Background: an optimization exercise with open tools, aiming at small area, a short achievable clock period and few clock cycles per item. Do not read the settings as production practice. At most, simulation tests tie the RTL to the original design; equivalence was not proved. No functional check of the RTL was part of run 1.

==> flow/design.v, too long to show whole: its modules and the start of the top module <==
// module hft_macd_engine_mc: 215 lines
// module csa_fast: 1125 lines
// module csa_slow: 1108 lines
// module csa_sig: 1679 lines
// module csa_m3: 444 lines
// module csa_t3: 305 lines
// module adder_sk_51: 628 lines
// module adder_sk_64: 784 lines
// module adder_sk_65: 927 lines
// module macd_fa: 10 lines
// module macd_ha: 9 lines
module hft_macd_engine_mc #(
   parameter int N_CH            = 4,
   parameter int PRICE_W         = 32,
   parameter int FRAC_W          = 16,
   parameter int ALPHA_FAST      = 10181,
   parameter int ALPHA_SLOW      = 4854,
   parameter int ALPHA_SIG       = 13107,
   parameter int HYST            = 0,
   parameter int WARMUP_TICKS    = 26,
   parameter int STOP_LOSS_PTS   = 50,
   parameter int TAKE_PROFIT_PTS = 100
) (
   input  logic                              clk,
   input  logic                              reset,
   input  logic                              tick_valid,
   output logic                              tick_ready,
   input  logic [$clog2(N_CH)-1:0]           tick_ch,
   input  logic signed [PRICE_W-1:0]         tick_price,
   input  logic                              trade_en,
   output logic                              order_valid,
   input  logic                              order_ready,
   output logic [$clog2(N_CH)-1:0]           order_ch,
   output logic [1:0]                        order_side,
   output logic signed [PRICE_W-1:0]         order_price
);
  // ...
==> flow/run.sh <==
#!/bin/bash
# synth_recipe.tcl (not shown) runs the flow's synth.tcl, then flattens the netlist and writes it again
# the make line also repeats each setting of config.mk as NAME=value (left out here)
make -C /OpenROAD-flow-scripts/flow DESIGN_CONFIG=/design/flow/config.mk WORK_HOME=/design/flow/orfs CLKGATE_MAP_FILE= SYNTH_SCRIPT=/design/flow/synth_recipe.tcl finish
==> flow/config.mk <==
export PLATFORM = sky130hd
export DESIGN_NAME = hft_macd_engine_mc
export DESIGN_NICKNAME = hft_macd_engine_mc
export VERILOG_FILES = /design/flow/design.v
export SDC_FILE = /design/flow/constraint.sdc
export NUM_CORES = 4
export LEC_CHECK = 0
export ABC_AREA = 1
export CAP_MARGIN = 60
export CORE_MARGIN = 2
export CORE_UTILIZATION = 60
export SLEW_MARGIN = 60
export SYNTH_HIERARCHICAL = 1
==> flow/constraint.sdc <==
create_clock -name core_clock -period 17.0 [get_ports {clk}]
set_input_delay 3.4000 -clock core_clock [delete_from_list [all_inputs] [get_ports {clk}]]
set_output_delay 3.4000 -clock core_clock [all_outputs]
set_load 0.01 [all_outputs]
==> summary.txt, run 1 <==
- The run finished with no timing, DRC or antenna violations.
- The number of buffers and inverters on the critical path is 5.
- The final design instance area without fill is 107,000 um^2.
- The type of the tightest min-delay check is reg -> reg.
- After clock tree synthesis, the flow added hold-fix buffers numbering 0.
- In this run the register-to-register setup slack is approximately 11 ns.
- Once layout is complete, the cells apart from fillers number ~12,000.
- The highest attainable clock frequency is approximately 0.15 GHz.
- TritonCTS built the clock tree.
- The multi-input combinational cells in the finished layout cover a total of roughly 56,000 um^2.
- The area-dominant cell class after layout is multi-input gates.
- The hold-critical path depth is 0.
- The endpoint with the worst hold slack is ok3_q.
- Entering global routing, the biggest net connects around 120 pins.
- The floorplan has approximately 150 rows.
- The die height is 409 um.
- Clock latency on the worst-skew pair, taken at its later pin, is between 0.7 and 0.8 ns.
- The worst setup path is captured at a flop.
- Of the cells placed in the final design, the portion with a size suffix greater than 1 is 0.0713.
- The library cell used most frequently in the layout, excluding fill and tap cells, is sky130_fd_sc_hd__nand2_1.
- After detailed routing, the number of vias per cell comes to between 5 and 6.
- Clock tree synthesis inserted a total of 136 buffers.
- The remaining global-route overflow is 0.
- The register share of the cell area is 0.344.
- The worst slew margin relative to its limit is 0.582.
- Data on the critical path is required at its endpoint by between 15 and 20 ns.
- Clock buffers in the final layout number about 160.
- The top layer reached by signal wires is met5.
- The worst setup path startpoint is tick_ch[0].
- Once the clock tree was built, the resizer swapped 0 gates to a different size.
==> module hft_macd_engine_mc, before the edit <==
module hft_macd_engine_mc #(
   parameter int N_CH            = 4,
   parameter int PRICE_W         = 32,
   parameter int FRAC_W          = 16,
   parameter int ALPHA_FAST      = 10181,
   parameter int ALPHA_SLOW      = 4854,
   parameter int ALPHA_SIG       = 13107,
   parameter int HYST            = 0,
   parameter int WARMUP_TICKS    = 26,
   parameter int STOP_LOSS_PTS   = 50,
   parameter int TAKE_PROFIT_PTS = 100
) (
   input  logic                              clk,
   input  logic                              reset,
   input  logic                              tick_valid,
   output logic                              tick_ready,
   input  logic [$clog2(N_CH)-1:0]           tick_ch,
   input  logic signed [PRICE_W-1:0]         tick_price,
   input  logic                              trade_en,
   output logic                              order_valid,
   input  logic                              order_ready,
   output logic [$clog2(N_CH)-1:0]           order_ch,
   output logic [1:0]                        order_side,
   output logic signed [PRICE_W-1:0]         order_price
);
   localparam int CH_W   = $clog2(N_CH);
   localparam int E_W    = PRICE_W + FRAC_W;       
   localparam int M_W    = E_W + 1;                
   localparam int WARM_W = $clog2(WARMUP_TICKS + 1);
   localparam logic [WARM_W-1:0] WARM_MAX = WARM_W'(WARMUP_TICKS);
   localparam logic [1:0] POS_FLAT = 2'd0, POS_LONG = 2'd1, POS_SHORT = 2'd2;
   logic [E_W-1:0]     fast_q  [N_CH];
   logic [E_W-1:0]     slow_q  [N_CH];
   logic [M_W-1:0]     sig_q   [N_CH];
   logic [WARM_W-1:0]  warm_q  [N_CH];     
   logic [1:0]         pos_q   [N_CH];
   logic [PRICE_W-1:0] entry_q [N_CH];
   logic               rdy_q, qf_q;
   logic               v1_q, v2_q, v3_q;
   logic [CH_W-1:0]    ch1_q, ch2_q, ch3_q;
   logic [PRICE_W-1:0] px1_q, px2_q, px3_q;
   logic               te1_q, te2_q, te3_q;
   logic [E_W-1:0]     f1n_q, s1n_q, f1_q, s1_q;    
   logic [WARM_W-1:0]  w1_q;
   logic [E_W-1:0]     f2_q, s2_q;
   logic               first2_q, first3_q, ok2_q, ok3_q;
   logic [M_W+1:0]     m3_3_q;
   logic [M_W-1:0]     g3n_q, g3_q;
   logic [3:0]         fe3_q, fp3_q;
   logic               fwd3_q;
   logic               ov_q;
   logic [CH_W-1:0]    och_q, qch_q;
   logic [1:0]         oside_q, qside_q;
   logic [PRICE_W-1:0] opx_q, qpx_q;
   wire run = !qf_q;
   assign f1_q = ~f1n_q;
   assign s1_q = ~s1n_q;
   assign g3_q = ~g3n_q;
   wire acc = tick_valid && rdy_q;
   assign tick_ready  = rdy_q;
   assign order_valid = ov_q;
   assign order_ch    = och_q;
   assign order_side  = oside_q;
   assign order_price = opx_q;
   logic [63:0]       sf1, ss1;
   logic [E_W-1:0]    fast_n, slow_n;
   logic [WARM_W-1:0] warm_n;
   logic              seen1;
   csa_fast u_fast (.acc(f1_q), .px(px1_q), .s(sf1));
   csa_slow u_slow (.acc(s1_q), .px(px1_q), .s(ss1));
   always_comb begin
      seen1  = (w1_q != '0);
      fast_n = sf1[63:16];
      slow_n = ss1[63:16];
      warm_n = !seen1 ? WARM_W'(1) : (w1_q == WARM_MAX) ? WARM_MAX : w1_q + 1'b1;
   end
   wire fwd1 = v1_q && (ch1_q == tick_ch);
   wire seen0 = (warm_q[tick_ch] != '0);
   wire [E_W-1:0] p0 = {tick_price, {FRAC_W{1'b0}}};
   logic [M_W+1:0]  m3_2;
   logic [PRICE_W-1:0] e2;
   logic signed [PRICE_W:0] de2, dp2;
   logic [3:0]      fe2, fp2;
   csa_m3 u_m3 (.f(f2_q), .s(s2_q), .o(m3_2));
   assign e2    = entry_q[ch2_q];
   assign de2   = $signed({px2_q[PRICE_W-1], px2_q}) - $signed({e2[PRICE_W-1], e2});
   assign dp2   = $signed({px2_q[PRICE_W-1], px2_q}) - $signed({px3_q[PRICE_W-1], px3_q});
   assign fe2 = {de2 >= TAKE_PROFIT_PTS, de2 <= -TAKE_PROFIT_PTS, de2 >= STOP_LOSS_PTS, de2 <= -STOP_LOSS_PTS};
   assign fp2 = {dp2 >= TAKE_PROFIT_PTS, dp2 <= -TAKE_PROFIT_PTS, dp2 >= STOP_LOSS_PTS, dp2 <= -STOP_LOSS_PTS};
   logic [64:0]        sg3;
   logic [M_W-1:0]     sig_n;
   logic [M_W+2:0]     t3a, t3b;
   logic [M_W+2:0]     xp3, xn3;
   logic [1:0]         p3, pos_n;
   logic [3:0]         f3;
   logic               hpos, hneg, hit, is_long, is_short, is_flat, set_entry;
   logic [1:0]         side;
   csa_sig u_sig (.acc(g3_q), .m(m3_3_q), .s(sg3));
   csa_t3 u_t3 (.m(m3_3_q), .g(g3_q), .ra(t3a), .rb(t3b));
   assign xp3 = t3a + t3b - (M_W+3)'(3);    
   assign xn3 = t3a + t3b + (M_W+3)'(5);    
   always_comb begin
      sig_n = sg3[64:16];    
      hpos  = !xp3[M_W+2];
      hneg  = xn3[M_W+2];
      p3    = pos_q[ch3_q];
      f3    = fwd3_q ? fp3_q : fe3_q;
      is_long  = (p3 == POS_LONG);
      is_short = (p3 == POS_SHORT);
      is_flat  = (p3 == POS_FLAT);
      hit   = 1'b1;
      side  = 2'b11;
      pos_n = POS_FLAT;
      set_entry = 1'b0;
      if ((is_long && f3[0]) || (is_short && f3[1])) begin
      end else if ((is_long && f3[3]) || (is_short && f3[2])) begin
      end else if (is_long && hneg) begin
         side = 2'b10;
      end else if (is_short && hpos) begin
         side = 2'b01;
      end else if (is_flat && te3_q && hpos) begin
         side = 2'b01; pos_n = POS_LONG; set_entry = 1'b1;
      end else if (is_flat && te3_q && hneg) begin
         side = 2'b10; pos_n = POS_SHORT; set_entry = 1'b1;
      end else begin
         hit = 1'b0;
      end
      if (!(v3_q && ok3_q)) hit = 1'b0;
   end
   always_ff @(posedge clk) begin
      for (int i = 0; i < N_CH; i++) begin
         if (run && v1_q && ch1_q == i) begin
            fast_q[i] <= fast_n;
            slow_q[i] <= slow_n;
         end
         if (run && v3_q && ch3_q == i) sig_q[i] <= sig_n;
         if (run && v3_q && is_flat && ch3_q == i) entry_q[i] <= px3_q;
      end
   end
   always_ff @(posedge clk or posedge reset) begin
      if (reset) begin
         for (int i = 0; i < N_CH; i++) begin
            warm_q[i] <= '0;
            pos_q[i]  <= POS_FLAT;
         end
      end else begin
         for (int i = 0; i < N_CH; i++) begin
            if (run && v1_q && ch1_q == i) warm_q[i] <= warm_n;
            if (run && hit && ch3_q == i) pos_q[i] <= pos_n;
         end
      end
   end
   always_ff @(posedge clk) begin
      if (run) begin
         ch1_q <= tick_ch;  px1_q <= tick_price;  te1_q <= trade_en;
         f1n_q <= ~(fwd1 ? fast_n : seen0 ? fast_q[tick_ch] : p0);
         s1n_q <= ~(fwd1 ? slow_n : seen0 ? slow_q[tick_ch] : p0);
         w1_q  <= fwd1 ? warm_n : warm_q[tick_ch];
         ch2_q <= ch1_q;    px2_q <= px1_q;       te2_q <= te1_q;
         first2_q <= !seen1; ok2_q <= (warm_n == WARM_MAX);
         f2_q  <= fast_n;   s2_q <= slow_n;
         ch3_q <= ch2_q;    px3_q <= px2_q;       te3_q <= te2_q;
         first3_q <= first2_q; ok3_q <= ok2_q;
         m3_3_q <= m3_2;
         g3n_q <= ~((v3_q && ch3_q == ch2_q) ? sig_n : first2_q ? '0 : sig_q[ch2_q]);
         fe3_q <= fe2;
         fp3_q <= fp2;
         fwd3_q <= v3_q && is_flat && (ch3_q == ch2_q);
      end
   end
   wire pop    = ov_q && order_ready;
   wire neword = run && hit;
   logic qf_n;
   always_comb begin
      if (qf_q) qf_n = !pop;
      else      qf_n = neword && ov_q && !pop;
   end
   always_ff @(posedge clk or posedge reset) begin
      if (reset) begin
         rdy_q <= 1'b0;
         qf_q  <= 1'b0;
         v1_q  <= 1'b0;
         v2_q  <= 1'b0;
         v3_q  <= 1'b0;
         ov_q  <= 1'b0;
      end else begin
         rdy_q <= !qf_n;
         qf_q  <= qf_n;
         if (run) begin
            v1_q <= acc;
            v2_q <= v1_q;
            v3_q <= v2_q;
         end
         if (qf_q) begin
            if (pop) ov_q <= 1'b1;
         end else if (neword) begin
            if (!ov_q || pop) ov_q <= 1'b1;
         end else if (pop) begin
            ov_q <= 1'b0;
         end
      end
   end
   always_ff @(posedge clk) begin
      if (qf_q) begin
         if (pop) begin
            och_q <= qch_q; oside_q <= qside_q; opx_q <= qpx_q;
         end
      end else begin
         if (!ov_q || pop) begin
            och_q <= ch3_q; oside_q <= side; opx_q <= px3_q;
         end
         qch_q <= ch3_q; qside_q <= side; qpx_q <= px3_q;
      end
   end
endmodule
==> run 2, diff against run 1 <==
--- a/flow/design.v
+++ b/flow/design.v
@@ -75,6 +75,13 @@
       warm_n = !seen1 ? WARM_W'(1) : (w1_q == WARM_MAX) ? WARM_MAX : w1_q + 1'b1;
    end
-   wire fwd1 = v1_q && (ch1_q == tick_ch);
-   wire seen0 = (warm_q[tick_ch] != '0);
+   logic [N_CH-1:0] fwdv, seenv;
+   always_comb begin
+      for (int i = 0; i < N_CH; i++) begin
+         fwdv[i]  = v1_q && (ch1_q == i);
+         seenv[i] = (warm_q[i] != '0);
+      end
+   end
+   wire fwd1  = fwdv[tick_ch];
+   wire seen0 = seenv[tick_ch];
    wire [E_W-1:0] p0 = {tick_price, {FRAC_W{1'b0}}};
    logic [M_W+1:0]  m3_2;
==> summary.txt, run 2 <==
- The maximum number of buffers from clock root to sink came to 3 (unchanged).
- The TritonCTS clock tree is yes (unchanged).
- The number of standard cells in the final layout excluding fillers was 11,500 (was 11,700).
- The placed instance count is 11,300 (was 11,400).
- The routed wire length was 268,000 um (was 264,000 um).
- The worst path required time was 17.52 ns (was 17.50 ns).
- The hold-critical path depth is 0 (unchanged).
- The register name with the most flops was sig_q (unchanged).
- The count of inserted antenna diode cells is 0 (was 1).
- The die height is 409 um (about the same).
- The worst slew margin relative to its limit is 0.568 (was 0.582).
- The clock insertion delay at the later pin of the skew report came to 0.81 ns (was 0.79 ns).
- The final-stage net count is 11,200 (was 11,300).
- The mean routed wirelength per cell came to 23.3 um (was 22.6 um).
- The total negative slack for setup checks is 0 ns (unchanged).
- The post-cts gate resize count is 0 (unchanged).
- The total routing resource utilization after global routing came to 0.330 (was 0.323).
- The highest net fanout along the worst path was 31 (was 66).
- The number of port buffers is 76 (unchanged).
- The path type of the worst setup path is reg -> reg (was in -> reg).
- The maximum clock skew at final layout was 0.0339 ns (was 0.0443 ns).
- The total count of hold-check failures in the final report is 0 (unchanged).
- The worst reg2reg path depth is 19 (was 17).
- The total number of yosys warnings is 13 (unchanged).
- The number of DRC violations after detailed routing is 0 (unchanged).
- The critical path launch point type is a flop (was primary input).
- The first-iteration detailed-routing DRC count is 5,973 (was 5,490).
- The routed via count came to 66,500 (was 66,700).
- The horizontal die dimension is 409 um (about the same).
- The area of combinational cells with multiple inputs is 55,500 um^2 (about the same).
- The nature of the critical path endpoint is a flop (unchanged).
- The number of antenna violations at the first check in global routing is 1 (was 6).
- The setup fix buffers added after clock tree synthesis is 0 (unchanged).
- The total of max-cap violations was 0 (unchanged).
- The number of buffers inserted for hold repair after clock tree synthesis was 0 (unchanged).
- The startpoint of the tightest hold check path is te1_q (was ok2_q).
- The remaining number of nets flagged by the antenna check after routing came to 0 (unchanged).
- The slew at the pin with the worst max-slew slack is 0.646 ns (was 0.624 ns).
- The highest attainable clock frequency was 0.157 GHz (was 0.155 GHz).
- The first-pass iteration count of the detailed router is 6 (unchanged).
- The mean instance size in the synthesized netlist is 10.8 um^2 (was 10.6 um^2).
- The placer's final routability congestion estimate came to 0.965 (was 0.958).
- The clock root buffer is sky130_fd_sc_hd__clkbuf_16 (unchanged).
- The pin count of the biggest net entering global routing is 79 (was 121).
- The endpoint with the worst hold slack is te2_q (was ok3_q).
- The number of flip-flops in the largest register is 196 (unchanged).
- The final number of setup-violating endpoints is 0 (unchanged).
- The most common library cell in the layout ignoring fill and taps is sky130_fd_sc_hd__nand2_1 (unchanged).
- The via count normalized by instance count came to 5.78 (was 5.72).
- The final clock period utilization by the worst path was 0.375 (was 0.380).
- The number of cell rows is 148 (unchanged).
- The cell area after synthesis is 98,400 um^2 (was 98,600 um^2).
- Registers with the highest flip-flop counts: sig_q x196, fast_q x192, slow_q x192 (unchanged).
- The final-report max-slew violation count is 0 (unchanged).
- The post-route minimum period is 6.37 ns (was 6.46 ns).
- The setup slack of the most critical reg-to-reg path is 10.63 ns (was 10.77 ns).
- The global-route wire length before repair is 412,000 um (was 406,000 um).
- The via count of the first global-routing pass is 68,700 (was 68,400).
- The area added between synthesis and finish came to 8.21% (was 8.16%).
- The cell count after synthesis is 9,144 (was 9,281).
- Leading cell types in the layout, fill and taps excluded: 1,985 x sky130_fd_sc_hd__nand2_1, 1,335 x sky130_fd_sc_hd__fa_1, 1,274 x sky130_fd_sc_hd__inv_1 (was 2,204 x sky130_fd_sc_hd__nand2_1, 1,335 x sky130_fd_sc_hd__fa_1, 1,290 x sky130_fd_sc_hd__inv_1).
- The number of buffers created by CTS was 135 (was 136).
- The share of post-route cells with drive strength above 1 is 0.0732 (was 0.0713).
- The maximum level of the CTS H-tree was 4 (unchanged).
- RSZ-0062 raised after global routing: false (unchanged).
- The remaining global-route overflow is 0 (unchanged).
- The data arrival at the endpoint of the critical path came to 6.89 ns (was 6.96 ns).
- The core area is 163,000 um^2 (about the same).
- The endpoint of the worst-slack reg-to-reg timing path is s1n_q[17] (unchanged).
- The overall die area is 167,000 um^2 (was 168,000 um^2).
- The clock sink total is 1,228 (unchanged).
- The register area is 36,700 um^2 (unchanged).
- Status: no timing/DRC/antenna violations (unchanged).
- The clock transition at the registers of the reported paths is 0.06 ns (about the same).
- The HPWL after detailed placement is 205,000 um (was 203,000 um).
- The number of ports placed on the die boundary is 77 (unchanged).
- The starting density of the core was 0.605 (about the same).
- The number of fill cells in the layout is 12,600 (was 12,800).
- The worst reg2reg path startpoint is s1n_q[21] (was s1n_q[23]).
- The type of the tightest min-delay check is reg -> reg (unchanged).
run 2: cell count changes in the layout (fill, tap and decap cells not counted), moves of 23 or more:
cell                       before   now
sky130_fd_sc_hd__a211oi_1       3    32
sky130_fd_sc_hd__a221oi_1      52    86
sky130_fd_sc_hd__a22oi_1        0    64
sky130_fd_sc_hd__a31oi_1       76     8
sky130_fd_sc_hd__nand2_1     2204  1985
sky130_fd_sc_hd__nor2_1       430   501
sky130_fd_sc_hd__o21ai_0      228   205
run 2: through the flow:
stage	setup slack (ns)	hold slack, ns	util	area [um^2]
2_1_floorplan	2.88	0.400	-	98400
3_3_place_gp	9.64	0.402	0.621	101000
3_5_place_dp	10.09	0.414	0.627	102000
4_1_cts	10.58	0.423	0.653	106000
5_1_grt	10.40	0.437	0.654	106000
6_report	10.63	0.420	0.654	106000
run 2: final cells by class:
| type | count | share of cell area |
|---|---|---|
| Tap cell | 2175 | 0.0256 |
| Clock buffer | 159 | 0.0326 |
| Multi-Input combinational cell | 6313 | 0.521 |
| Clock inverter | 83 | 0.00761 |
| Timing Repair Buffer | 198 | 0.0203 |
| Sequential cell | 1228 | 0.345 |
| Inverter | 1355 | 0.0479 |
run 2: metal layers:
| metal | part of all wire | up-vias | track usage |
|---|---|---|---|
| met5 | 0 | - | 0 |
| met4 | 0.042 | 0 | 0.123 |
| met1 | 0.40 | 33500 | 0.440 |
| met2 | 0.48 | 2441 | 0.540 |
| li1 | - | 30100 | - |
| met3 | 0.073 | 465 | 0.0638 |
run 2: worst max path at each step:
stage	from	end	slack, ns	cells after the start
after floorplan	qf_q	oside_q[0]	2.88	4
after global placement	tick_ch[1]	s1n_q[30]	9.64	12
after detailed placement	tick_ch[1]	s1n_q[46]	10.09	12
after CTS	s1n_q[21]	s1n_q[17]	10.58	19
after global routing	s1n_q[26]	s1n_q[43]	10.40	19
final	s1n_q[21]	s1n_q[17]	10.63	19
run 2: worst max-delay path: stages (launching register included):
cell,delay (ns)
sky130_fd_sc_hd__edfxtp_1,0.36
sky130_fd_sc_hd__inv_1,0.41
sky130_fd_sc_hd__inv_1,0.29
sky130_fd_sc_hd__fa_1,0.57
sky130_fd_sc_hd__fa_1,0.58
sky130_fd_sc_hd__fa_1,0.47
sky130_fd_sc_hd__fa_1,0.58
sky130_fd_sc_hd__fa_1,0.42
sky130_fd_sc_hd__ha_1,0.37
sky130_fd_sc_hd__nand2_1,0.09
sky130_fd_sc_hd__nand2_1,0.05
sky130_fd_sc_hd__inv_1,0.06
sky130_fd_sc_hd__nor2_1,0.04
sky130_fd_sc_hd__nor2_1,0.08
sky130_fd_sc_hd__nand2_1,0.07
sky130_fd_sc_hd__a21oi_2,0.22
sky130_fd_sc_hd__nand2_8,0.22
sky130_fd_sc_hd__fa_1,0.46
sky130_fd_sc_hd__xor2_1,0.53
sky130_fd_sc_hd__a22oi_1,0.18
Testbench counts of run 2, summed over its fixed seeds: cycles 24,032, ticks 24,000.
==> run 3, diff against run 2 <==
--- a/flow/config.mk
+++ b/flow/config.mk
@@ -10,4 +10,6 @@
 export CORE_MARGIN = 2
 export CORE_UTILIZATION = 60
+export CTS_CLUSTER_DIAMETER = 120
+export CTS_CLUSTER_SIZE = 25
 export SLEW_MARGIN = 60
 export SYNTH_HIERARCHICAL = 1
==> summary.txt, run 3 <==
- The worst slack after detailed placement was 10.09 ns (unchanged).
- The remaining number of nets flagged by the antenna check after routing is 0 (unchanged).
- The placer's final routability congestion estimate is 0.965 (unchanged).
- The number of cell rows is 148 (unchanged).
- The nature of the critical path endpoint is a flop (unchanged).
- The type of the tightest min-delay check is reg -> reg (unchanged).
- Registers with the highest flip-flop counts: sig_q x196, fast_q x192, slow_q x192 (unchanged).
- The total number of yosys warnings is 13 (unchanged).
- The via count of the first global-routing pass is 67,900 (was 68,700).
- The worst reg2reg path startpoint is s1n_q[21] (unchanged).
- The clock sink total is 1,228 (unchanged).
- The clock root buffer is sky130_fd_sc_hd__clkbuf_16 (unchanged).
- The maximum clock skew at final layout was 0.0336 ns (was 0.0339 ns).
- The clock transition at the registers of the reported paths is 0.11 ns (was 0.06 ns).
- The core area is 163,000 um^2 (unchanged).
- The worst setup path startpoint is s1n_q[21] (unchanged).
- The via count normalized by instance count came to 5.83 (was 5.78).
- The number of flip-flops in the largest register came to 196 (unchanged).
- The number of antenna violations at the first check in global routing is 2 (was 1).
- The slew at the pin with the worst max-slew slack is 0.642 ns (was 0.646 ns).
- The HPWL after detailed placement is 205,000 um (unchanged).
- The remaining global-route overflow came to 0 (unchanged).
- The cell count after synthesis is 9,144 (unchanged).
- The maximum number of buffers from clock root to sink was 3 (unchanged).
- The critical path's most frequent cell is sky130_fd_sc_hd__fa_1 (unchanged).
- The overall die area is 167,000 um^2 (unchanged).
- The post-route minimum period is 6.41 ns (was 6.37 ns).
- The number of buffers inserted for hold repair after clock tree synthesis is 0 (unchanged).
- The maximum level of the CTS H-tree is 3 (was 4).
- The path type of the worst setup path is reg -> reg (unchanged).
- The pin count of the biggest net entering global routing came to 79 (unchanged).
- The first-pass iteration count of the detailed router is 8 (was 6).
- The count of inserted antenna diode cells is 0 (unchanged).
- The final number of setup-violating endpoints is 0 (unchanged).
- The die height is 409 um (unchanged).
- The TritonCTS clock tree is yes (unchanged).
- The combined buffer and inverter count along the critical path is 3 (unchanged).
- The slowest cell on the critical path is sky130_fd_sc_hd__fa_1 (unchanged).
- The mean instance size in the synthesized netlist came to 10.8 um^2 (unchanged).
- RSZ-0062 raised after global routing: false (unchanged).
- The routed length on met3 is 19,700 um (was 19,600 um).
- The post-cts gate resize count was 0 (unchanged).
- The share of post-route cells with drive strength above 1 is 0.0631 (was 0.0732).
- The worst slew margin relative to its limit is 0.571 (was 0.568).
- The highest net fanout along the worst path is 31 (unchanged).
- The routed wire length is 266,000 um (was 268,000 um).
- The starting density of the core was 0.605 (unchanged).
- Cell-by-cell listing of the critical path: inv_1, inv_1, fa_1, fa_1, fa_1, fa_1, fa_1, ha_1, nand2_1, nand2_1, inv_1, nor2_1, nor2_1, nand2_1, a21oi_2, nand2_8, fa_1, xor2_1, a22oi_1 (unchanged).
- The worst path required time came to 17.40 ns (was 17.52 ns).
- The top layer reached by signal wires is met4 (unchanged).
- The critical path launch point type is a flop (unchanged).
- The detailed-routing wirelength on met1 is 107,000 um (was 108,000 um).
- The data arrival at the endpoint of the critical path is 6.82 ns (was 6.89 ns).
- The number of DRC violations after detailed routing is 0 (unchanged).
- The total negative slack for setup checks came to 0 ns (unchanged).
- The kind of cell adding the most delay to the critical path is adder cells (unchanged).
- The register name with the most flops is sig_q (unchanged).
- The mean routed wirelength per cell is 23.4 um (was 23.3 um).
- The number of port buffers is 76 (unchanged).
- The first-iteration detailed-routing DRC count is 6,252 (was 5,973).
- The total routing resource utilization after global routing is 0.326 (was 0.330).
- The cell area after synthesis was 98,400 um^2 (unchanged).
- The final-report max-slew violation count is 0 (unchanged).
- The total of max-cap violations is 0 (unchanged).
- The setup fix buffers added after clock tree synthesis is 0 (unchanged).
- The highest attainable clock frequency came to 0.156 GHz (was 0.157 GHz).
- The total count of hold-check failures in the final report is 0 (unchanged).
- The global-route wire length before repair is 408,000 um (was 412,000 um).
- The smallest setup slack after layout is 10.59 ns (was 10.63 ns).
- The routed via count is 66,300 (was 66,500).
- The area added between synthesis and finish was 5.93% (was 8.21%).
- The number of ports placed on the die boundary is 77 (unchanged).
- The final clock period utilization by the worst path is 0.377 (was 0.375).
- The number of buffers created by CTS was 66 (was 135).
- The horizontal die dimension was 409 um (unchanged).
- The final-stage net count is 11,100 (was 11,200).
- The clock insertion delay at the later pin of the skew report was 0.72 ns (was 0.81 ns).
- The most common library cell in the layout ignoring fill and taps is sky130_fd_sc_hd__nand2_1 (unchanged).
- Leading cell types in the layout, fill and taps excluded: 1,985 x sky130_fd_sc_hd__nand2_1, 1,335 x sky130_fd_sc_hd__fa_1, 1,276 x sky130_fd_sc_hd__inv_1 (was 1,985 x sky130_fd_sc_hd__nand2_1, 1,335 x sky130_fd_sc_hd__fa_1, 1,274 x sky130_fd_sc_hd__inv_1).
- The worst stage delay on the critical path is 0.58 ns (about the same).
- Status: no timing/DRC/antenna violations (unchanged).
- The sum of met2 wire segment lengths after detailed routing is 129,000 um (was 130,000 um).
- The utilization after layout was 0.640 (was 0.654).
- The startpoint of the tightest hold check path is te1_q (unchanged).
-- run 3: cell type report --
cell class              instances  area, um^2
multi-input cells            6313       55500
well taps                    2175        2720
flip-flops and latches       1228       36700
clock buffers                  76        1730
fillers                     12800       58500
repair buffers                198        2150
inverters                    1355        5100
clock inverters                20         305
-- run 3: final timing paths --
| check | endpoint | cells past startpoint | slack (ns) |
|---|---|---|---|
| worst max register to register | s1n_q[17] | 19 | 10.59 |
| min in group asynchronous | pos_q[1][0] | 3 | 3.09 |
| worst min register to register | te2_q | 0 | 0.43 |
| worst min-delay path | te2_q | 0 | 0.43 |
| worst max-delay path | s1n_q[17] | 19 | 10.59 |
| max in group asynchronous | qf_q | 3 | 13.54 |
-- run 3: per-stage QoR --
step                      hold WS (ns)  instance area, um^2  instances
after floorplan                  0.400                98400       9150
after global placement           0.402               101000      11200
after detailed placement         0.414               102000      11300
after CTS                        0.436               104000      11400
after global routing             0.453               104000      11400
final                            0.432               104000      11400
-- run 3: metal layers --
metal,GRT usage,up-vias
li1,-,29800
met1,0.436,33600
met2,0.537,2421
met3,0.0625,448
met4,0.115,0
met5,0,-
==> run 4, diff against run 3 <==
--- a/flow/config.mk
+++ b/flow/config.mk
@@ -9,5 +9,5 @@
 export CAP_MARGIN = 60
 export CORE_MARGIN = 2
-export CORE_UTILIZATION = 60
+export CORE_UTILIZATION = 70
 export CTS_CLUSTER_DIAMETER = 120
 export CTS_CLUSTER_SIZE = 25
==> summary.txt, run 4 <==
- The first-iteration detailed-routing DRC count is 6,745 (was 6,252).
- The area added between synthesis and finish is 5.04% (was 5.93%).
- The worst reg2reg path startpoint is s1n_q[27] (was s1n_q[21]).
- The clock root buffer is sky130_fd_sc_hd__clkbuf_16 (unchanged).
- The total count of hold-check failures in the final report is 0 (unchanged).
- The HPWL after detailed placement is 202,000 um (was 205,000 um).
- Cell-by-cell listing of the critical path: clkdlybuf4s50_1, clkinv_1, buf_4, nor2_4, nand3_1, nor4_1, a31oi_1, nand2_8, buf_6, inv_4, nor2_1, nor2_1, a22oi_1 (was inv_1, inv_1, fa_1, fa_1, fa_1, fa_1, fa_1, ha_1, nand2_1, nand2_1, inv_1, nor2_1, nor2_1, nand2_1, a21oi_2, nand2_8, fa_1, xor2_1, a22oi_1).
- The mean routed wirelength per cell is 23.6 um (was 23.4 um).
- The total routing resource utilization after global routing is 0.374 (was 0.326).
- The most common library cell in the layout ignoring fill and taps is sky130_fd_sc_hd__nand2_1 (unchanged).
- The type of the tightest min-delay check is reg -> reg (unchanged).
- The placer's final routability congestion estimate is 0.995 (was 0.965).
- The critical path's most frequent cell is sky130_fd_sc_hd__nor2_1 (was sky130_fd_sc_hd__fa_1).
- The total negative slack for setup checks is 0 ns (unchanged).
- The setup fix buffers added after clock tree synthesis is 0 (unchanged).
- The path type of the worst setup path is in -> reg (was reg -> reg).
- The remaining global-route overflow was 0 (unchanged).
- The post-route minimum period is 6.56 ns (was 6.41 ns).
- The TritonCTS clock tree is yes (unchanged).
- The worst slew margin relative to its limit was 0.580 (was 0.571).
- The final clock period utilization by the worst path is 0.386 (was 0.377).
- The number of port buffers is 76 (unchanged).
- The core area is 140,000 um^2 (was 163,000 um^2).
- The smallest setup slack after layout came to 10.44 ns (was 10.59 ns).
- The number of fill cells in the layout is 9,695 (was 12,800).
- The number of buffers created by CTS is 57 (was 66).
- The horizontal die dimension came to 379 um (was 409 um).
- The maximum level of the CTS H-tree is 2 (was 3).
- The worst slack after detailed placement came to 9.85 ns (was 10.09 ns).
- The critical path launch point type was a primary input (was flop).
- The pin count of the biggest net entering global routing is 122 (was 79).
- The maximum number of buffers from clock root to sink is 3 (unchanged).
- The nature of the critical path endpoint was a flop (unchanged).
- The total of max-cap violations is 0 (unchanged).
- The clock sink total came to 1,228 (unchanged).
- The worst setup path startpoint is tick_ch[1] (was s1n_q[21]).
- The number of cell rows was 137 (was 148).
- Status: no timing/DRC/antenna violations (unchanged).
- The number of standard cells in the final layout excluding fillers was 11,000 (was 11,400).
- The data arrival at the endpoint of the critical path is 7.07 ns (was 6.82 ns).
- RSZ-0062 raised after global routing: false (unchanged).
- The clock transition at the registers of the reported paths is 0.10 ns (was 0.11 ns).
- The register name with the most flops is sig_q (unchanged).
- The overall die area was 144,000 um^2 (was 167,000 um^2).
- The number of buffers inserted for hold repair after clock tree synthesis is 0 (unchanged).
- Registers with the highest flip-flop counts: sig_q x196, fast_q x192, slow_q x192 (unchanged).
- The number of DRC violations after detailed routing is 0 (unchanged).
- The share of post-route cells with drive strength above 1 is 0.0599 (was 0.0631).
- The clock insertion delay at the later pin of the skew report is 0.75 ns (was 0.72 ns).
- The die height is 379 um (was 409 um).
- The worst path required time was 17.51 ns (was 17.40 ns).
- The number of flip-flops in the largest register came to 196 (unchanged).
- The final-stage net count was 11,100 (about the same).
- The starting density of the core is 0.705 (was 0.605).
- The number of ports placed on the die boundary is 77 (unchanged).
- The maximum clock skew at final layout is 0.0621 ns (was 0.0336 ns).
- The mean instance size in the synthesized netlist was 10.8 um^2 (unchanged).
- The routed via count came to 67,700 (was 66,300).
- The via count of the first global-routing pass is 68,700 (was 67,900).
- The number of antenna violations at the first check in global routing is 13 (was 2).
- Leading cell types in the layout, fill and taps excluded: 1,985 x sky130_fd_sc_hd__nand2_1, 1,335 x sky130_fd_sc_hd__fa_1, 1,270 x sky130_fd_sc_hd__inv_1 (was 1,985 x sky130_fd_sc_hd__nand2_1, 1,335 x sky130_fd_sc_hd__fa_1, 1,276 x sky130_fd_sc_hd__inv_1).
- The highest net fanout along the worst path is 55 (was 31).
- The placed instance count is 11,000 (was 11,300).
- The final-report max-slew violation count was 0 (unchanged).
- The first-pass iteration count of the detailed router is 6 (was 8).
- The highest attainable clock frequency is 0.153 GHz (was 0.156 GHz).
- The post-cts gate resize count is 0 (unchanged).
- The total number of yosys warnings was 13 (unchanged).
- The startpoint of the tightest hold check path was ok2_q (was te1_q).
- The remaining number of nets flagged by the antenna check after routing is 0 (unchanged).
- The final number of setup-violating endpoints is 0 (unchanged).
- The worst stage delay on the critical path is 0.73 ns (was 0.58 ns).
- The via count normalized by instance count was 6.13 (was 5.83).
- The slew at the pin with the worst max-slew slack was 0.629 ns (was 0.642 ns).
- The slowest cell on the critical path is sky130_fd_sc_hd__clkdlybuf4s50_1 (was sky130_fd_sc_hd__fa_1).
- The cell area after synthesis is 98,400 um^2 (unchanged).
- The cell count after synthesis is 9,144 (unchanged).
- The global-route wire length before repair is 400,000 um (was 408,000 um).
- The routed wire length is 261,000 um (was 266,000 um).
[run 4: layer usage]
metal | vias to the layer above | track usage | wire length (um)
met4 | 4 | 0.172 | 14200
met3 | 642 | 0.0746 | 25500
met2 | 3465 | 0.590 | 122000
li1 | 29800 | - | -
met5 | - | 0 | 25
met1 | 33700 | 0.508 | 99800
[run 4: worst max-delay path: cells and delay by family]
family | cells | cell delay [ns]
simple gates | 6 | 1.18
compound gates | 2 | 0.42
buf+inv | 5 | 1.96
[run 4: path summary, 6_finish.rpt]
path	to	slack, ns	depth (start not counted)
setup / recovery	f1n_q[42]	10.44	13
hold / removal	ok3_q	0.43	0
setup reg to reg	s1n_q[43]	10.81	19
hold reg to reg	ok3_q	0.43	0
max in group asynchronous	qf_q	13.55	3
min in group asynchronous	pos_q[2][1]	3.11	3
[run 4: cell type report]
type	count	area (um^2)	area share
multi-input cells	6313	55400	0.536
flip-flops and latches	1228	36700	0.355
inverters	1355	5110	0.0494
well taps	1876	2350	0.0227
repair buffers	199	2150	0.0208
clock buffers	65	1460	0.0141
clock inverters	10	189	0.00183
diodes	1	2.50	0.0000242
[run 4: per-stage QoR]
step                      utilization  hold WS (ns)  cell area [um^2]
after detailed placement        0.727         0.407            101000
after global placement          0.721         0.404            101000
after global routing            0.741         0.437            103000
after CTS                       0.739         0.431            103000
after floorplan                     -         0.400             98400
final                           0.741         0.430            103000
==> run 5, diff against run 4 <==
--- a/flow/design.v
+++ b/flow/design.v
@@ -47,6 +47,5 @@
    logic [M_W+1:0]     m3_3_q;
    logic [M_W-1:0]     g3n_q, g3_q;
-   logic [3:0]         fe3_q, fp3_q;
-   logic               fwd3_q;
+   logic [3:0]         fe3_q;
    logic               ov_q;
    logic [CH_W-1:0]    och_q, qch_q;
@@ -87,12 +86,11 @@
    logic [M_W+1:0]  m3_2;
    logic [PRICE_W-1:0] e2;
-   logic signed [PRICE_W:0] de2, dp2;
-   logic [3:0]      fe2, fp2;
+   logic signed [PRICE_W:0] de2;
+   logic [3:0]      fe2;
    csa_m3 u_m3 (.f(f2_q), .s(s2_q), .o(m3_2));
-   assign e2    = entry_q[ch2_q];
+   wire   flat3 = (pos_q[ch3_q] == POS_FLAT);
+   assign e2    = (v3_q && flat3 && ch3_q == ch2_q) ? px3_q : entry_q[ch2_q];
    assign de2   = $signed({px2_q[PRICE_W-1], px2_q}) - $signed({e2[PRICE_W-1], e2});
-   assign dp2   = $signed({px2_q[PRICE_W-1], px2_q}) - $signed({px3_q[PRICE_W-1], px3_q});
    assign fe2 = {de2 >= TAKE_PROFIT_PTS, de2 <= -TAKE_PROFIT_PTS, de2 >= STOP_LOSS_PTS, de2 <= -STOP_LOSS_PTS};
-   assign fp2 = {dp2 >= TAKE_PROFIT_PTS, dp2 <= -TAKE_PROFIT_PTS, dp2 >= STOP_LOSS_PTS, dp2 <= -STOP_LOSS_PTS};
    logic [64:0]        sg3;
    logic [M_W-1:0]     sig_n;
@@ -112,5 +110,5 @@
       hneg  = xn3[M_W+2];
       p3    = pos_q[ch3_q];
-      f3    = fwd3_q ? fp3_q : fe3_q;
+      f3    = fe3_q;
       is_long  = (p3 == POS_LONG);
       is_short = (p3 == POS_SHORT);
@@ -172,6 +170,4 @@
          g3n_q <= ~((v3_q && ch3_q == ch2_q) ? sig_n : first2_q ? '0 : sig_q[ch2_q]);
          fe3_q <= fe2;
-         fp3_q <= fp2;
-         fwd3_q <= v3_q && is_flat && (ch3_q == ch2_q);
       end
    end
--- a/flow/config.mk
+++ b/flow/config.mk
@@ -9,5 +9,5 @@
 export CAP_MARGIN = 60
 export CORE_MARGIN = 2
-export CORE_UTILIZATION = 70
+export CORE_UTILIZATION = 60
 export CTS_CLUSTER_DIAMETER = 120
 export CTS_CLUSTER_SIZE = 25
==> summary.txt, run 5 <==
- Status: no timing/DRC/antenna violations (unchanged).
- The share of post-route cells with drive strength above 1 is 0.0575 (was 0.0599).
- The most common library cell in the layout ignoring fill and taps was sky130_fd_sc_hd__nand2_1 (unchanged).
- The highest net fanout along the worst path is 28 (was 55).
- The routed length on met3 is 20,900 um (was 25,500 um).
- The detailed-routing wirelength on met1 came to 110,000 um (was 99,800 um).
- The number of cell rows was 146 (was 137).
- The total count of hold-check failures in the final report is 0 (unchanged).
- The starting density of the core came to 0.606 (was 0.705).
- The maximum level of the CTS H-tree is 2 (unchanged).
- The setup fix buffers added after clock tree synthesis is 0 (unchanged).
- The critical path launch point type is a primary input (unchanged).
- The pin count of the biggest net entering global routing was 83 (was 122).
- The total routing resource utilization after global routing came to 0.320 (was 0.374).
- The number of antenna violations at the first check in global routing is 13 (unchanged).
- The placer's final routability congestion estimate is 0.974 (was 0.995).
- The final design instance area without fill is 101,000 um^2 (was 103,000 um^2).
- The TritonCTS clock tree is yes (unchanged).
- The remaining global-route overflow was 0 (unchanged).
- The data arrival at the endpoint of the critical path is 6.85 ns (was 7.07 ns).
- The final-report max-slew violation count is 0 (unchanged).
- The clock sink total is 1,223 (was 1,228).
- The remaining number of nets flagged by the antenna check after routing came to 0 (unchanged).
- The nature of the critical path endpoint was a flop (unchanged).
- The path type of the worst setup path was in -> reg (unchanged).
- RSZ-0062 raised after global routing: false (unchanged).
- The core area came to 159,000 um^2 (was 140,000 um^2).
- The utilization after layout is 0.639 (was 0.741).
- The first-pass iteration count of the detailed router is 6 (unchanged).
- The final number of setup-violating endpoints is 0 (unchanged).
- The HPWL after detailed placement is 198,000 um (was 202,000 um).
- The worst slew margin relative to its limit is 0.599 (was 0.580).
- The clock root buffer is sky130_fd_sc_hd__clkbuf_16 (unchanged).
- The worst slack after detailed placement was 9.99 ns (was 9.85 ns).
- Registers with the highest flip-flop counts: sig_q x196, fast_q x192, slow_q x192 (unchanged).
- The clock insertion delay at the later pin of the skew report is 0.75 ns (about the same).
- The total number of yosys warnings is 13 (unchanged).
- The maximum clock skew at final layout is 0.0691 ns (was 0.0621 ns).
- The global-route wire length before repair came to 392,000 um (was 400,000 um).
- The number of flip-flops in the largest register is 196 (unchanged).
- The routed wire length is 257,000 um (was 261,000 um).
- The cell area after synthesis was 96,100 um^2 (was 98,400 um^2).
- The total of max-cap violations is 0 (unchanged).
- The number of buffers created by CTS is 57 (unchanged).
- The via count normalized by instance count is 5.85 (was 6.13).
- The mean instance size in the synthesized netlist is 10.9 um^2 (was 10.8 um^2).
- The final clock period utilization by the worst path was 0.370 (was 0.386).
- The post-place instance area is 99,500 um^2 (was 101,000 um^2).
- The smallest setup slack after layout is 10.70 ns (was 10.44 ns).
- The number of DRC violations after detailed routing came to 0 (unchanged).
- The sum of met2 wire segment lengths after detailed routing is 118,000 um (was 122,000 um).
- The cell count after synthesis is 8,823 (was 9,144).
- The number of ports placed on the die boundary is 77 (unchanged).
- The worst path required time came to 17.55 ns (was 17.51 ns).
- The clock transition at the registers of the reported paths was 0.10 ns (about the same).
- Leading cell types in the layout, fill and taps excluded: 2,099 x sky130_fd_sc_hd__nand2_1, 1,334 x sky130_fd_sc_hd__fa_1, 1,199 x sky130_fd_sc_hd__inv_1 (was 1,985 x sky130_fd_sc_hd__nand2_1, 1,335 x sky130_fd_sc_hd__fa_1, 1,270 x sky130_fd_sc_hd__inv_1).
- The register name with the most flops is sig_q (unchanged).
- The hold slack is 0.449 ns (was 0.430 ns).
- The maximum number of buffers from clock root to sink was 3 (unchanged).
- The mean routed wirelength per cell is 23.4 um (was 23.6 um).
- The post-cts gate resize count is 0 (unchanged).
- The routed via count is 64,000 (was 67,700).
- The top layer reached by signal wires is met5 (unchanged).
- The via count of the first global-routing pass is 64,900 (was 68,700).
- The post-route minimum period is 6.30 ns (was 6.56 ns).
- The slew at the pin with the worst max-slew slack is 0.601 ns (was 0.629 ns).
- The first-iteration detailed-routing DRC count came to 5,917 (was 6,745).
- The overall die area was 163,000 um^2 (was 144,000 um^2).
- The highest attainable clock frequency is 0.159 GHz (was 0.153 GHz).
- The horizontal die dimension is 404 um (was 379 um).
- The type of the tightest min-delay check was reg -> reg (unchanged).
- The final-stage net count was 10,700 (was 11,100).
- The die height is 404 um (was 379 um).
- The number of fill cells in the layout is 12,500 (was 9,695).
- The number of port buffers is 76 (unchanged).
- The placed instance count came to 10,800 (was 11,000).
- The area added between synthesis and finish was 5.56% (was 5.04%).
- The total negative slack for setup checks is 0 ns (unchanged).
- The number of buffers inserted for hold repair after clock tree synthesis is 0 (unchanged).
- The number of standard cells in the final layout excluding fillers is 10,900 (was 11,000).
==> run 5: critical path, cell delays in order <==
cell                              delay [ns]
sky130_fd_sc_hd__clkdlybuf4s50_1        0.46
sky130_fd_sc_hd__buf_4                  0.25
sky130_fd_sc_hd__clkinv_1               0.18
sky130_fd_sc_hd__nor2_4                 0.25
sky130_fd_sc_hd__buf_6                  0.22
sky130_fd_sc_hd__inv_1                  0.11
sky130_fd_sc_hd__nor4_1                 0.25
sky130_fd_sc_hd__a31oi_1                0.11
sky130_fd_sc_hd__nand2_4                0.36
sky130_fd_sc_hd__clkinv_2               0.40
sky130_fd_sc_hd__buf_4                  0.38
sky130_fd_sc_hd__nor2_1                 0.14
sky130_fd_sc_hd__nor2_1                 0.07
sky130_fd_sc_hd__a22oi_1                0.19
==> run 5: final timing paths <==
| check | from | cells after the start | end | slack (ns) |
|---|---|---|---|---|
| max in group asynchronous | reset | 2 | warm_q[0][2] | 13.53 |
| hold reg to reg | te1_q | 0 | te2_q | 0.45 |
| setup reg to reg | s1n_q[17] | 19 | s1n_q[17] | 10.80 |
| hold / removal | te1_q | 0 | te2_q | 0.45 |
| setup / recovery | tick_ch[1] | 14 | s1n_q[16] | 10.70 |
| min in group asynchronous | reset | 2 | v3_q | 3.05 |
==> run 5: metal layers <==
metal  GRT usage  up-vias
met5           0        -
met4      0.0844        4
met3      0.0490      415
met2       0.502     2600
met1       0.473    32200
li1            -    28800
==> run 5: final cells by class <==
| type | instances | area [um^2] | area share |
|---|---|---|---|
| inverters | 1276 | 4810 | 0.0474 |
| clock inverters | 11 | 143 | 0.00141 |
| well taps | 2072 | 2590 | 0.0255 |
| flip-flops and latches | 1223 | 36600 | 0.360 |
| multi-input cells | 6074 | 53700 | 0.529 |
| clock buffers | 86 | 1560 | 0.0153 |
| diodes | 2 | 5.00 | 0.0000493 |
| repair buffers | 198 | 2090 | 0.0206 |
Testbench counts of run 5, summed over its fixed seeds: cycles 24,032, ticks 24,000.
==> run 6, diff against run 5 <==
--- a/flow/design.v
+++ b/flow/design.v
@@ -37,8 +37,8 @@
    logic [PRICE_W-1:0] entry_q [N_CH];
    logic               rdy_q, qf_q;
-   logic               v1_q, v2_q, v3_q;
-   logic [CH_W-1:0]    ch1_q, ch2_q, ch3_q;
-   logic [PRICE_W-1:0] px1_q, px2_q, px3_q;
-   logic               te1_q, te2_q, te3_q;
+   logic               v0_q, v1_q, v2_q, v3_q;
+   logic [CH_W-1:0]    ch0_q, ch1_q, ch2_q, ch3_q;
+   logic [PRICE_W-1:0] px0_q, px1_q, px2_q, px3_q;
+   logic               te0_q, te1_q, te2_q, te3_q;
    logic [E_W-1:0]     f1n_q, s1n_q, f1_q, s1_q;    
    logic [WARM_W-1:0]  w1_q;
@@ -81,7 +81,7 @@
       end
    end
-   wire fwd1  = fwdv[tick_ch];
-   wire seen0 = seenv[tick_ch];
-   wire [E_W-1:0] p0 = {tick_price, {FRAC_W{1'b0}}};
+   wire fwd1  = fwdv[ch0_q];
+   wire seen0 = seenv[ch0_q];
+   wire [E_W-1:0] p0 = {px0_q, {FRAC_W{1'b0}}};
    logic [M_W+1:0]  m3_2;
    logic [PRICE_W-1:0] e2;
@@ -158,8 +158,9 @@
    always_ff @(posedge clk) begin
       if (run) begin
-         ch1_q <= tick_ch;  px1_q <= tick_price;  te1_q <= trade_en;
-         f1n_q <= ~(fwd1 ? fast_n : seen0 ? fast_q[tick_ch] : p0);
-         s1n_q <= ~(fwd1 ? slow_n : seen0 ? slow_q[tick_ch] : p0);
-         w1_q  <= fwd1 ? warm_n : warm_q[tick_ch];
+         ch0_q <= tick_ch;  px0_q <= tick_price;  te0_q <= trade_en;
+         ch1_q <= ch0_q;    px1_q <= px0_q;       te1_q <= te0_q;
+         f1n_q <= ~(fwd1 ? fast_n : seen0 ? fast_q[ch0_q] : p0);
+         s1n_q <= ~(fwd1 ? slow_n : seen0 ? slow_q[ch0_q] : p0);
+         w1_q  <= fwd1 ? warm_n : warm_q[ch0_q];
          ch2_q <= ch1_q;    px2_q <= px1_q;       te2_q <= te1_q;
          first2_q <= !seen1; ok2_q <= (warm_n == WARM_MAX);
@@ -183,4 +184,5 @@
          rdy_q <= 1'b0;
          qf_q  <= 1'b0;
+         v0_q  <= 1'b0;
          v1_q  <= 1'b0;
          v2_q  <= 1'b0;
@@ -191,5 +193,6 @@
          qf_q  <= qf_n;
          if (run) begin
-            v1_q <= acc;
+            v0_q <= acc;
+            v1_q <= v0_q;
             v2_q <= v1_q;
             v3_q <= v2_q;
==> summary.txt, run 6 <==
- The highest net fanout along the worst path is 6 (was 28).
- The via count normalized by instance count is 5.82 (was 5.85).
- The first-iteration detailed-routing DRC count is 6,026 (was 5,917).
- The clock insertion delay at the later pin of the skew report is 0.77 ns (was 0.75 ns).
- The mean instance size in the synthesized netlist is 11.0 um^2 (was 10.9 um^2).
- The number of ports placed on the die boundary is 77 (unchanged).
- The hold slack came to 0.434 ns (was 0.449 ns).
- The number of buffers created by CTS came to 61 (was 57).
- Status: no timing/DRC/antenna violations (unchanged).
- The worst stage delay on the critical path is 0.62 ns (was 0.46 ns).
- The data arrival at the endpoint of the critical path came to 6.43 ns (was 6.85 ns).
- The path type of the worst setup path is reg -> reg (was in -> reg).
- The share of post-route cells with drive strength above 1 was 0.0582 (was 0.0575).
- The count of inserted antenna diode cells came to 0 (was 2).
- The cell count after synthesis came to 8,871 (was 8,823).
- The remaining number of nets flagged by the antenna check after routing was 0 (unchanged).
- The number of antenna violations at the first check in global routing is 8 (was 13).
- The number of port buffers is 76 (unchanged).
- The horizontal die dimension is 406 um (was 404 um).
- The setup fix buffers added after clock tree synthesis was 0 (unchanged).
- The final number of setup-violating endpoints came to 0 (unchanged).
- The remaining global-route overflow is 0 (unchanged).
- By instance count, the cell type seen most on the critical path is sky130_fd_sc_hd__fa_1.
- The kind of cell adding the most delay to the critical path is adder cells (was buffers and inverters).
- The final design instance area without fill was 103,000 um^2 (was 101,000 um^2).
- The register name with the most flops was sig_q (unchanged).
- The die height was 406 um (was 404 um).
- The TritonCTS clock tree is yes (unchanged).
- The number of DRC violations after detailed routing is 0 (unchanged).
- The worst slew margin relative to its limit is 0.579 (was 0.599).
- The area added between synthesis and finish was 6.22% (was 5.56%).
- The final-stage net count was 10,800 (was 10,700).
- The final clock period utilization by the worst path is 0.351 (was 0.370).
- The highest attainable clock frequency was 0.167 GHz (was 0.159 GHz).
- The combined buffer and inverter count along the critical path is 2 (was 7).
- The type of the tightest min-delay check is reg -> reg (unchanged).
- The maximum level of the CTS H-tree is 2 (unchanged).
- The starting density of the core is 0.604 (was 0.606).
- The maximum number of buffers from clock root to sink is 3 (unchanged).
- The routed wire length is 266,000 um (was 257,000 um).
- The total count of hold-check failures in the final report is 0 (unchanged).
- The placer's final routability congestion estimate came to 0.971 (was 0.974).
- The number of fill cells in the layout is 12,900 (was 12,500).
- The area of combinational cells with multiple inputs was 53,600 um^2 (was 53,700 um^2).
- The total negative slack for setup checks is 0 ns (unchanged).
- The most common library cell in the layout ignoring fill and taps was sky130_fd_sc_hd__nand2_1 (unchanged).
- The clock root buffer is sky130_fd_sc_hd__clkbuf_16 (unchanged).
- The register area is 37,600 um^2 (was 36,600 um^2).
- RSZ-0062 raised after global routing: false (unchanged).
- The slew at the pin with the worst max-slew slack came to 0.628 ns (was 0.601 ns).
- The number of standard cells in the final layout excluding fillers is 11,100 (was 10,900).
- The maximum clock skew at final layout is 0.0502 ns (was 0.0691 ns).
- The worst path required time was 17.46 ns (was 17.55 ns).
- Cell-by-cell listing of the critical path: inv_1, inv_1, fa_1, fa_1, fa_1, fa_1, fa_1, ha_1, nand2_1, nor2_1, nand2_1, nor2_1, nand3_1, nor2_1, a21oi_1, nor2_1, a22oi_1 (was clkdlybuf4s50_1, buf_4, clkinv_1, nor2_4, buf_6, inv_1, nor4_1, a31oi_1, nand2_4, clkinv_2, buf_4, nor2_1, nor2_1, a22oi_1).
- The post-place instance area was 101,000 um^2 (was 99,500 um^2).
- The nature of the critical path endpoint is a flop (unchanged).
- The total routing resource utilization after global routing was 0.330 (was 0.320).
- The post-cts gate resize count is 0 (unchanged).
- The via count of the first global-routing pass came to 66,200 (was 64,900).
- The routed via count is 64,800 (was 64,000).
- The critical path launch point type was a flop (was primary input).
- The clock sink total is 1,259 (was 1,223).
- The overall die area was 165,000 um^2 (was 163,000 um^2).
- The pin count of the biggest net entering global routing is 122 (was 83).
- The core area is 161,000 um^2 (was 159,000 um^2).
- The number of cell rows came to 147 (was 146).
- The number of buffers inserted for hold repair after clock tree synthesis is 0 (unchanged).
- The global-route wire length before repair is 404,000 um (was 392,000 um).
- The cell area after synthesis is 97,200 um^2 (was 96,100 um^2).
- The HPWL after detailed placement is 208,000 um (was 198,000 um).
- The total number of yosys warnings is 13 (unchanged).
- Leading cell types in the layout, fill and taps excluded: 2,105 x sky130_fd_sc_hd__nand2_1, 1,334 x sky130_fd_sc_hd__fa_1, 1,224 x sky130_fd_sc_hd__edfxtp_1 (was 2,099 x sky130_fd_sc_hd__nand2_1, 1,334 x sky130_fd_sc_hd__fa_1, 1,199 x sky130_fd_sc_hd__inv_1).
- The placed instance count is 11,000 (was 10,800).
- The total of max-cap violations is 0 (unchanged).
- The slowest cell on the critical path is sky130_fd_sc_hd__fa_1 (was sky130_fd_sc_hd__clkdlybuf4s50_1).
- Registers with the highest flip-flop counts: sig_q x196, fast_q x192, slow_q x192 (unchanged).
- The first-pass iteration count of the detailed router is 5 (was 6).
- The clock transition at the registers of the reported paths is 0.10 ns (about the same).
- The mean routed wirelength per cell is 23.9 um (was 23.4 um).
- The final-report max-slew violation count came to 0 (unchanged).
- The number of flip-flops in the largest register came to 196 (unchanged).
- The post-route minimum period is 5.97 ns (was 6.30 ns).
-- run 6: worst paths after layout --
check                          start            to  slack (ns)  cells past startpoint
max                        s1n_q[31]     s1n_q[28]       11.03                     17
min                            te1_q         te2_q        0.43                      0
max reg2reg                s1n_q[31]     s1n_q[28]       11.03                     17
min reg2reg                    te1_q         te2_q        0.43                      0
max in group asynchronous      reset  warm_q[3][4]       13.56                      3
min in group asynchronous      reset   pos_q[3][1]        3.07                      3
-- run 6: stage by stage --
step | setup WS [ns] | util
after detailed placement | 11.12 | 0.629
after global placement | 10.99 | 0.621
after CTS | 11.10 | 0.641
final | 11.03 | 0.642
after floorplan | 2.23 | -
after global routing | 10.75 | 0.642
-- run 6: per-layer routing --
| layer | share of wire | up-vias | wire [um] | track usage |
|---|---|---|---|---|
| met5 | 0.00038 | - | 100 | 0 |
| met4 | 0.030 | 8 | 8090 | 0.0943 |
| met3 | 0.094 | 406 | 25000 | 0.0773 |
| met2 | 0.46 | 2619 | 123000 | 0.520 |
| met1 | 0.41 | 32700 | 110000 | 0.462 |
| li1 | - | 29000 | - | - |
-- run 6: cell type report --
cell class	count	share of cell area
sequential	1259	0.365
tap	2160	0.0262
timing repair buffer	241	0.0249
multi-input combinational	6084	0.519
clock buffer	88	0.0158
inverter	1277	0.0467
clock inverter	16	0.00230
Testbench counts of run 6, summed over its fixed seeds: cycles 24,040, ticks 24,000.
==> run 7, diff against run 6 <==
--- a/flow/config.mk
+++ b/flow/config.mk
@@ -7,9 +7,9 @@
 export LEC_CHECK = 0
 export ABC_AREA = 1
-export CAP_MARGIN = 60
+export CAP_MARGIN = 50
 export CORE_MARGIN = 2
 export CORE_UTILIZATION = 60
 export CTS_CLUSTER_DIAMETER = 120
 export CTS_CLUSTER_SIZE = 25
-export SLEW_MARGIN = 60
+export SLEW_MARGIN = 50
 export SYNTH_HIERARCHICAL = 1
==> summary.txt, run 7 <==
- The number of buffers created by CTS is 61 (unchanged).
- The via count normalized by instance count came to 5.81 (was 5.82).
- The startpoint of the tightest hold check path is ok2_q (was te1_q).
- The total routing resource utilization after global routing is 0.329 (was 0.330).
- The number of ports placed on the die boundary was 77 (unchanged).
- The slowest cell on the critical path is sky130_fd_sc_hd__fa_1 (unchanged).
- The type of the tightest min-delay check is reg -> reg (unchanged).
- The post-route minimum period came to 6.20 ns (was 5.97 ns).
- The combined buffer and inverter count along the critical path is 2 (unchanged).
- The hold-critical path depth is 0 (unchanged).
- The final design instance area without fill came to 103,000 um^2 (about the same).
- The maximum number of buffers from clock root to sink is 3 (unchanged).
- The worst path required time came to 17.47 ns (was 17.46 ns).
- The remaining number of nets flagged by the antenna check after routing is 0 (unchanged).
- The mean instance size in the synthesized netlist is 11.0 um^2 (unchanged).
- Leading cell types in the layout, fill and taps excluded: 2,105 x sky130_fd_sc_hd__nand2_1, 1,334 x sky130_fd_sc_hd__fa_1, 1,224 x sky130_fd_sc_hd__edfxtp_1 (unchanged).
- The number of buffers inserted for hold repair after clock tree synthesis is 0 (unchanged).
- The most common library cell in the layout ignoring fill and taps is sky130_fd_sc_hd__nand2_1 (unchanged).
- The share of post-route cells with drive strength above 1 was 0.0486 (was 0.0582).
- The worst reg2reg path startpoint is g3n_q[13] (was s1n_q[31]).
- Cell-by-cell listing of the critical path: clkinv_1, fa_1, fa_1, fa_1, fa_1, fa_1, ha_1, nand2_1, inv_1, nand2_1, nand2_1, a21oi_1, nand2_2, nand2_1, nand2_4, fa_1, xor2_1, a21oi_1 (was inv_1, inv_1, fa_1, fa_1, fa_1, fa_1, fa_1, ha_1, nand2_1, nor2_1, nand2_1, nor2_1, nand3_1, nor2_1, a21oi_1, nor2_1, a22oi_1).
- The placer's final routability congestion estimate is 0.971 (unchanged).
- The worst slew margin relative to its limit is 0.494 (was 0.579).
- The area added between synthesis and finish is 5.61% (was 6.22%).
- The HPWL after detailed placement came to 207,000 um (was 208,000 um).
- The setup fix buffers added after clock tree synthesis is 0 (unchanged).
- The TritonCTS clock tree is yes (unchanged).
- The number of fill cells in the layout is 12,800 (was 12,900).
- The critical path launch point type was a flop (unchanged).
- The worst setup path startpoint is g3n_q[13] (was s1n_q[31]).
- The critical path's most frequent cell was sky130_fd_sc_hd__fa_1 (unchanged).
- The core area was 161,000 um^2 (unchanged).
- The highest net fanout along the worst path came to 32 (was 6).
- The maximum level of the CTS H-tree came to 2 (unchanged).
- The total negative slack for setup checks is 0 ns (unchanged).
- The worst stage delay on the critical path is 0.79 ns (was 0.62 ns).
- The pin count of the biggest net entering global routing is 122 (unchanged).
- RSZ-0062 raised after global routing: false (unchanged).
- Registers with the highest flip-flop counts: sig_q x196, fast_q x192, slow_q x192 (unchanged).
- The global-route wire length before repair was 402,000 um (was 404,000 um).
- Status: no timing/DRC/antenna violations (unchanged).
- The cell count after synthesis is 8,871 (unchanged).
- The number of DRC violations after detailed routing is 0 (unchanged).
- The final clock period utilization by the worst path is 0.365 (was 0.351).
- The maximum clock skew at final layout is 0.0616 ns (was 0.0502 ns).
- The kind of cell adding the most delay to the critical path is adder cells (unchanged).
- The starting density of the core came to 0.604 (unchanged).
- The area of combinational cells with multiple inputs came to 53,500 um^2 (was 53,600 um^2).
- The final-stage net count was 10,800 (about the same).
- The hold slack is 0.430 ns (was 0.434 ns).
- The final-report max-slew violation count is 0 (unchanged).
- The worst reg2reg path depth was 18 (was 17).
- The register area is 37,600 um^2 (unchanged).
- The data arrival at the endpoint of the critical path is 6.67 ns (was 6.43 ns).
- The mean routed wirelength per cell was 24.0 um (was 23.9 um).
- The routed wire length is 265,000 um (was 266,000 um).
- The total of max-cap violations is 0 (unchanged).
- The overall die area came to 165,000 um^2 (unchanged).
- The clock sink total came to 1,259 (unchanged).
- The path type of the worst setup path is reg -> reg (unchanged).
- The via count of the first global-routing pass is 65,600 (was 66,200).
- The die height is 406 um (unchanged).
- The clock insertion delay at the later pin of the skew report is 0.76 ns (was 0.77 ns).
- The cell area after synthesis was 97,200 um^2 (unchanged).
- The horizontal die dimension is 406 um (unchanged).
- The slew at the pin with the worst max-slew slack is 0.759 ns (was 0.628 ns).
- The number of port buffers is 76 (unchanged).
- The total number of cells along the worst setup path was 18 (was 17).
- The first-iteration detailed-routing DRC count came to 5,876 (was 6,026).
- The total count of hold-check failures in the final report is 0 (unchanged).
- The clock transition at the registers of the reported paths is 0.10 ns (about the same).
- The number of antenna violations at the first check in global routing is 7 (was 8).
- The number of cell rows is 147 (unchanged).
- The highest attainable clock frequency is 0.161 GHz (was 0.167 GHz).
- The routed via count is 64,300 (was 64,800).
- The nature of the critical path endpoint is a flop (unchanged).
- The clock root buffer is sky130_fd_sc_hd__clkbuf_16 (unchanged).
- The number of flip-flops in the largest register is 196 (unchanged).
- The register name with the most flops is sig_q (unchanged).
- The final number of setup-violating endpoints is 0 (unchanged).
- The post-place instance area is 101,000 um^2 (about the same).
- The remaining global-route overflow is 0 (unchanged).
- The post-cts gate resize count was 0 (unchanged).
- The total number of yosys warnings was 13 (unchanged).
- The first-pass iteration count of the detailed router is 6 (was 5).
==> run 7: routing by layer <==
metal | vias up | global-route usage | share of wire
met5 | - | 0 | 0.00014
met4 | 4 | 0.0768 | 0.025
met3 | 330 | 0.0756 | 0.093
met2 | 2521 | 0.527 | 0.47
met1 | 32500 | 0.461 | 0.41
li1 | 29000 | - | -
==> run 7: final timing paths <==
kind / slack [ns] / endpoint
min: 0.43 / ok3_q
min reg2reg: 0.43 / ok3_q
min in group asynchronous: 3.07 / warm_q[3][1]
max: 10.80 / g3n_q[17]
max reg2reg: 10.80 / g3n_q[17]
max in group asynchronous: 13.53 / qf_q
==> run 7: stage by stage <==
step | setup slack, ns | std cells | utilization
final | 10.80 | 11100 | 0.638
after global placement | 10.99 | 10900 | 0.621
after global routing | 10.48 | 11100 | 0.638
after CTS | 10.90 | 11100 | 0.637
after floorplan | 2.23 | 8877 | -
after detailed placement | 10.91 | 11000 | 0.626
==> run 7: final cells by class <==
class	count	area share
Timing Repair Buffer	193	0.0203
Clock inverter	15	0.00205
Sequential cell	1259	0.367
Tap cell	2160	0.0263
Antenna cell	1	0.0000244
Inverter	1277	0.0469
Clock buffer	89	0.0159
Multi-Input combinational cell	6084	0.522

separate check: timing with driven ports:
No port has a modelled driver above. Below, the same layouts with a new extraction and two added sets of constraints. Step 1 assumes that a clkbuf_16 drives the clock port and a buf_2 every other input. Step 2, shift: input delay + t, output delay - t, t = (earliest + latest rising clock arrival at the registers) / 2. This alone moves slack from input paths to output paths. Three values: no drivers, after step 1, after step 2; two values: the first two.
run	shift t [ns]	setup slack, ns	pins driven straight from the clock port
run 1	0.862	10.538 / 10.575 / 9.713	1
run 2	0.874	10.633 / 10.633 / 9.943	1
run 3	0.786	10.586 / 10.586 / 10.015	1
run 4	0.801	10.443 / 10.449 / 9.648	1
run 5	0.800	10.704 / 10.760 / 9.960	1
run 6	0.834	11.028 / 11.028 / 11.028	1
run 7	0.831	10.800 / 10.800 / 10.800	1
After both steps setup and hold are still met in every run listed. The setup slack of run 1, which loses most, moves by +0.037 ns with the drivers and by -0.825 ns with both steps.
